Background: an optimization exercise with open tools, aiming at small area, a short achievable clock period and few clock cycles per item. Do not read the settings as production practice.
Function was checked by simulation only, so behaviour that the tests miss may differ from the original.

== the baseline ==
==> flow/design.v (excerpt) <==
module vector3_normalize_core (
	input  logic              clk,
	input  logic              arst_n,
	input  logic              vec_valid,
	output logic              vec_ready,
	input  logic signed [23:0] vec_in_x,
	input  logic signed [23:0] vec_in_y,
	input  logic signed [23:0] vec_in_z,
	output logic              res_valid,
	input  logic              res_ready,
	output logic signed [17:0] res_unit_x,
	output logic signed [17:0] res_unit_y,
	output logic signed [17:0] res_unit_z,
	output logic [23:0]       res_magnitude,
	output logic              res_zero_vector
);
	localparam logic [11:0] SCUT = 12'b1111_1111_1111;
	localparam logic [7:0]  DCUT = 8'b0111_1111;
	localparam int NE = 26;
	localparam int EI = 0;            
	localparam int ET = 1;            
	localparam int EC = 2;            
	localparam int E0 = 3;            
	localparam int ES = 4;            
	localparam int ED = 16;           
	localparam int EP = 23;           
	localparam int ER = 24;           
	logic [NE-1:0] s_cp_q;
	logic [NE-1:0] enc;
	logic          o_vld_q, s_vld_q;
	logic          en;
	assign enc       = ~s_cp_q;
	assign s_vld_q   = s_cp_q[NE-1];
	assign en        = enc[NE-1];
	assign vec_ready = enc[ER];
	logic [71:0]      in_q;
	logic             in_vld_q;
	always_ff @(posedge clk or negedge arst_n) begin
		if (!arst_n) in_vld_q <= 1'b0;
		else if (enc[EI]) in_vld_q <= vec_valid;
	end
	always_ff @(posedge clk) begin
		if (enc[EI]) in_q <= {vec_in_z, vec_in_y, vec_in_x};
	end
	logic [71:0]      abs_c, abs_b_q, abs_c_q;
	logic [2:0]       neg_c, neg_b_q, neg_c_q;
	logic [47:0]      sum_c;
	logic             b_vld_q, c_vld_q;
	for (genvar i = 0; i < 3; i++) begin : g_abs
		wire [23:0] c = in_q[24*i +: 24];
		assign neg_c[i] = c[23];
		assign abs_c[24*i +: 24] = c[23] ? 24'(-c) : c;
	end
	vn_sumsq u_sumsq (
		.clk (clk),
		.en  (enc[ET]),
		.x   (in_q[23:0]),
		.y   (in_q[47:24]),
		.z   (in_q[71:48]),
		.sum (sum_c)
	);
	always_ff @(posedge clk or negedge arst_n) begin
		if (!arst_n) begin
			b_vld_q <= 1'b0;
			c_vld_q <= 1'b0;
		end else if (enc[EC]) begin
			b_vld_q <= in_vld_q;
  ...
For scale: roughly 160 I/O pins, about 230000 sq um of cells after synthesis.
clock: 12.0 ns
lec_check: 0
abc_clock_period_in_ps: 3500
cap_margin: 20
core_margin: 2
core_utilization: 65
place_density: 0.72
slew_margin: 20
standard.sh (not shown) runs the stock make flow with config.mk's settings and CLKGATE_MAP_FILE= SYNTH_SCRIPT=/design/flow/synth_recipe.tcl, a recipe that flattens the netlist after the stock synthesis.
==> flow/flow/run.sh <==
#!/bin/bash
set -euo pipefail
bash standard.sh SETUP_SLACK_MARGIN=8 finish > standard.log 2>&1
Looking at the reports, the baseline completed the entire flow and the layout it produced met the timing, design-rule and antenna checks.
Testbench counts of the baseline, summed over its fixed seeds: cycles 8,096, items 8,000.
For the candidate, these inputs were changed with respect to the baseline:
# the baseline
export LEC_CHECK = 0
export ABC_CLOCK_PERIOD_IN_PS = 3500
export CAP_MARGIN = 20
export CORE_MARGIN = 2
export CORE_UTILIZATION = 65
export PLACE_DENSITY = 0.72
export SLEW_MARGIN = 20
create_clock -name core_clock -period 12.0 [get_ports {clk}]
# the candidate
export LEC_CHECK = 0
export ABC_CLOCK_PERIOD_IN_PS = 3500
export CAP_MARGIN = 20
export CORE_MARGIN = 2
export CORE_UTILIZATION = 62
export PLACE_DENSITY = 0.7
export SLEW_MARGIN = 20
create_clock -name core_clock -period 12.0 [get_ports {clk}]
==> flow/flow/run.sh <==
#!/bin/bash
# The standard layout (the standard.sh: unchanged synthesis and steps),
# with two layout settings changed:
#  - clock tree synthesis runs with ORFS's default arguments plus
#    -dont_use_dummy_load.
# Full tool output goes to standard.log here and to ORFS's own logs under
# orfs/logs/.
set -euo pipefail
bash standard.sh SETUP_SLACK_MARGIN=7.9 \
	"CTS_ARGS=-sink_clustering_enable -repair_clock_nets -dont_use_dummy_load" \
	finish > standard.log 2>&1
Results
- Summary across the candidate and the baseline: the single failing run is the candidate.
- The candidate: complete, dirty (capacitance limit, slew limit)
- Comparing the candidate with the baseline, the clock latency on the worst-skew pair came out essentially unchanged.
- Shortest period the worst path allows ended up 9.1 ps higher on the candidate than on the baseline.
- The candidate ended up with sky130_fd_sc_hd__edfxtp_1 as its cell with the largest stage delay on the worst path; the baseline ended up with sky130_fd_sc_hd__a211oi_2.
- Sort the candidate and the baseline by transition time at the pin with the least slew margin desc -> top: the candidate

[re-timing with driven ports]
Ports are ideal in the flow. The routed layouts listed here were re-timed in OpenROAD. Step 1, drivers: a clkbuf_16 drives clk and a buf_2 each remaining input, both assumed. Step 2 moves the port delays by t, midway between the first and last clock arrival at a register: inputs arrive t later, outputs are due t later. That takes back most of the time a late clock gives input paths. Slacks: ideal ports / drivers / drivers and shift; pairs: ideal ports / drivers.
| run | t (ns) | slack for setup (ns) | pins driven straight from the clock port |
|---|---|---|---|
| the baseline | 1.089 | 7.831 / 7.831 / 7.313 | 1 |
| the candidate | 1.071 | 7.822 / 7.782 / 7.256 | 1 |
The setup slack of the candidate, which loses most, moves by -0.040 ns with the drivers and by -0.566 ns with both steps.
